This is an optimization exercise on Yosys and OpenROAD, whose aim is small area, not a production implementation.
Where RTL was checked, it was by simulation tests only, not by an equivalence proof against the original.
Power and IR drop assume default switching activity.

== JK ==
## pixel_generator
module pixel_generator (
    input  logic                            out_stream_aclk,
    input  logic                            periph_resetn,
    output logic [32-1:0]       out_stream_tdata,
    output logic [32/8-1:0]     out_stream_tkeep,
    output logic                            out_stream_tlast,
    input  logic                            out_stream_tready,
    output logic                            out_stream_tvalid,
    output logic [0:0]                      out_stream_tuser,
    input  logic [8-1:0]  s_axi_lite_araddr,
    output logic                            s_axi_lite_arready,
    input  logic                            s_axi_lite_arvalid,
    input  logic [8-1:0]  s_axi_lite_awaddr,
    output logic                            s_axi_lite_awready,
    input  logic                            s_axi_lite_awvalid,
    input  logic                            s_axi_lite_bready,
    output logic [1:0]                      s_axi_lite_bresp,
    output logic                            s_axi_lite_bvalid,
    output logic [32-1:0]       s_axi_lite_rdata,
    input  logic                            s_axi_lite_rready,
    output logic [1:0]                      s_axi_lite_rresp,
    output logic                            s_axi_lite_rvalid,
    input  logic [32-1:0]       s_axi_lite_wdata,
    output logic                            s_axi_lite_wready,
    input  logic                            s_axi_lite_wvalid
);
    logic                    run;
    logic [5-1:0]  x;
    logic [5-1:0]  y;
    logic [7:0]              gray;
    axil_regfile regs0 (
        .out_stream_aclk    (out_stream_aclk),
        .periph_resetn      (periph_resetn),
        .s_axi_lite_awaddr  (s_axi_lite_awaddr),
        .s_axi_lite_awvalid (s_axi_lite_awvalid),
        .s_axi_lite_awready (s_axi_lite_awready),
        .s_axi_lite_wdata   (s_axi_lite_wdata),
        .s_axi_lite_wvalid  (s_axi_lite_wvalid),
  ...
For scale: about 140 I/O pins, about 7000 sq um of cells after synthesis.
==> module gradient_shader, before the edit <==
module gradient_shader (
    input  logic [5-1:0] y,
    output logic [7:0]             gray
);
    assign gray =
        (y == 5'd0) ? 8'd255 :
        (y == 5'd1) ? 8'd250 :
        (y == 5'd2) ? 8'd246 :
        (y == 5'd3) ? 8'd241 :
        (y == 5'd4) ? 8'd237 :
        (y == 5'd5) ? 8'd232 :
        (y == 5'd6) ? 8'd228 :
        (y == 5'd7) ? 8'd223 :
        (y == 5'd8) ? 8'd219 :
        (y == 5'd9) ? 8'd214 :
        (y == 5'd10) ? 8'd210 :
        (y == 5'd11) ? 8'd205 :
        (y == 5'd12) ? 8'd201 :
        (y == 5'd13) ? 8'd196 :
        (y == 5'd14) ? 8'd192 :
        (y == 5'd15) ? 8'd187 :
        (y == 5'd16) ? 8'd183 :
        (y == 5'd17) ? 8'd178 :
        (y == 5'd18) ? 8'd174 :
        (y == 5'd19) ? 8'd169 :
        (y == 5'd20) ? 8'd165 :
        (y == 5'd21) ? 8'd160 :
        (y == 5'd22) ? 8'd156 :
        8'd0;
endmodule
export LEC_CHECK = 0
export CAP_MARGIN = 20
export CORE_MARGIN = 2
export CORE_UTILIZATION = 60
export PLACE_DENSITY = 0.75
export SLEW_MARGIN = 20
create_clock -name core_clock -period 5.0 [get_ports {out_stream_aclk}]
standard.sh (not shown) runs the stock make flow with config.mk's settings and CLKGATE_MAP_FILE= SYNTH_SCRIPT=/design/flow/synth_recipe.tcl, a recipe that flattens the netlist after the stock synthesis.
==> flow/flow/run.sh <==
#!/bin/bash
# The standard layout, with three changes:
#  - after the standard synthesis, the combinational logic between the
#    flip-flops is re-mapped for area (flow/remap.tcl); flip-flops and tie
#    cells stay exactly as the standard synthesis made them;
#  - ports are buffered with the smallest buffer, sky130_fd_sc_hd__buf_1;
#  - a leaner clock tree (small buffers, no dummy loads), and one tie cell
#    per constant instead of one per load.
# Each tool's output goes to a log file of its own in this folder.
set -euo pipefail
export BUFFER_PORTS_ARGS="-buffer_cell sky130_fd_sc_hd__buf_1"
export CTS_ARGS="-sink_clustering_enable -repair_clock_nets -dont_use_dummy_load -buf_list sky130_fd_sc_hd__clkbuf_4 -sink_clustering_size 12 -sink_clustering_max_diameter 40"
export SKIP_REPAIR_TIE_FANOUT=1
bash standard.sh synth > synth.log 2>&1
R=orfs/results/$FLOW_PLATFORM/pixel_generator/base
cp $R/1_2_yosys.v standard_synth.v
REMAP_LIB=$FLOW_HOME/platforms/$FLOW_PLATFORM/lib/sky130_fd_sc_hd__tt_025C_1v80.lib \
REMAP_IN=standard_synth.v REMAP_OUT=remapped.v REMAP_KEEP=flow/seq_cells.txt REMAP_DIR=. \
  yosys -c flow/remap.tcl > remap.log 2>&1
cp remapped.v $R/1_2_yosys.v
rm -f $R/1_synth.odb $R/1_synth.sdc
bash standard.sh > standard.log 2>&1
Other scripts of this flow, unchanged in this note and not shown: flow/flow/remap.tcl, flow/flow/seq_cells.txt
The inputs of MS differ from those of JK as listed below.
--- a/flow/design.v
+++ b/flow/design.v
@@ -158,37 +158,45 @@
 endmodule
 `timescale 1ns/1ns
 module gradient_shader (
     input  logic [5-1:0] y,
     output logic [7:0]             gray
 );
-    assign gray =
-        (y == 5'd0) ? 8'd255 :
-        (y == 5'd1) ? 8'd250 :
-        (y == 5'd2) ? 8'd246 :
-        (y == 5'd3) ? 8'd241 :
-        (y == 5'd4) ? 8'd237 :
-        (y == 5'd5) ? 8'd232 :
-        (y == 5'd6) ? 8'd228 :
-        (y == 5'd7) ? 8'd223 :
-        (y == 5'd8) ? 8'd219 :
-        (y == 5'd9) ? 8'd214 :
-        (y == 5'd10) ? 8'd210 :
-        (y == 5'd11) ? 8'd205 :
-        (y == 5'd12) ? 8'd201 :
-        (y == 5'd13) ? 8'd196 :
-        (y == 5'd14) ? 8'd192 :
-        (y == 5'd15) ? 8'd187 :
-        (y == 5'd16) ? 8'd183 :
-        (y == 5'd17) ? 8'd178 :
-        (y == 5'd18) ? 8'd174 :
-        (y == 5'd19) ? 8'd169 :
-        (y == 5'd20) ? 8'd165 :
-        (y == 5'd21) ? 8'd160 :
-        (y == 5'd22) ? 8'd156 :
-        8'd0;
+    assign gray[0] = (!y[2] && y[1] && y[0]) ||
+                     (!y[4] && y[1] && y[0]) ||
+                     (!y[1] && !y[0]);
+    assign gray[1] = (!y[2] && !y[1]) ||
+                     (!y[2] && !y[0]) ||
+                     (!y[4] && y[2] && y[1] && y[0]);
+    assign gray[2] = (!y[3] && !y[0]) ||
+                     (y[3] && !y[2] && y[0]) ||
+                     (!y[4] && !y[3] && y[2] && y[1]) ||
+                     (y[3] && !y[1] && y[0]);
+    assign gray[3] = (y[3] && y[1] && y[0]) ||
+                     (y[3] && !y[1] && !y[0]) ||
+                     (y[4] && !y[2] && y[1]) ||
+                     (y[4] && y[1] && !y[0]) ||
+                     (!y[4] && !y[3] && !y[1]) ||
+                     (!y[4] && y[2] && y[1] && y[0]);
+    assign gray[4] = (y[4] && y[2] && y[1] && !y[0]) ||
+                     (!y[4] && !y[2] && !y[0]) ||
+                     (!y[4] && !y[3] && !y[2]) ||
+                     (!y[2] && !y[1]) ||
+                     (!y[4] && y[2] && y[1] && y[0]);
+    assign gray[5] = (y[3] && y[2] && y[1] && y[0]) ||
+                     (!y[3] && !y[1]) ||
+                     (!y[3] && !y[2]) ||
+                     (!y[4] && !y[3] && !y[0]);
+    assign gray[6] = (!y[4] && !y[3]) ||
+                     (!y[4] && !y[1]) ||
+                     (y[3] && !y[2]) ||
+                     (y[3] && !y[0]);
+    assign gray[7] = (!y[0]) ||
+                     (!y[4]) ||
+                     (!y[1]) ||
+                     (!y[2]);
 endmodule
 `timescale 1ns/1ns
 module pixel_packer (
     input  logic [5-1:0]        x,
     input  logic [5-1:0]        y,
     input  logic [7:0]                    gray,
## What came out
Per the final summary, MS finished and its layout is clean on timing, DRC and antenna. Going from JK to MS, placed cell count grew slightly. Comparing JK against MS, there is no change at all in final number of max-transition violations. Comparing JK and MS, final non-filler cell total is higher on MS. Routed wire length per instance (MS over JK): decrease, about 2%. Reported net switching power shrinks slightly when moving from JK to MS. Data arrival time of the critical path, JK and MS: lower on MS. | fraction of power spent switching nets | MS vs JK | ≈ equal |. Summary: setup slack of the worst register-to-register path, MS better than JK.
Function not checked in MS: the RTL went through the layout flow alone.

## port drivers added, routing unchanged
The results above use ideal ports. As a check the final layouts listed here were re-extracted and re-timed, cells and wires unchanged.
Step 1 (the two cells are an assumption about what drives the block):
set clk [get_ports {out_stream_aclk}]
set_driving_cell -lib_cell sky130_fd_sc_hd__clkbuf_16 $clk
set_driving_cell -lib_cell sky130_fd_sc_hd__buf_2 [delete_from_list [all_inputs] $clk]
Step 2 moves the port delays by t, midway between the first and last clock arrival at a register: inputs arrive t later, outputs are due t later. That takes back most of the time a late clock gives input paths.
a / b / c = ideal ports / drivers / drivers and shift; a / b = the first two.
run | t (ns) | setup WS [ns] | pins driven straight from the clock port
JK | 0.615 | 1.483 / 1.453 / 1.342 | 1
MS | 0.613 | 1.553 / 1.532 / 1.532 | 1
After both steps setup and hold are still met in every run listed. The setup slack of JK, which loses most, moves by -0.030 ns with the drivers and by -0.141 ns with both steps.
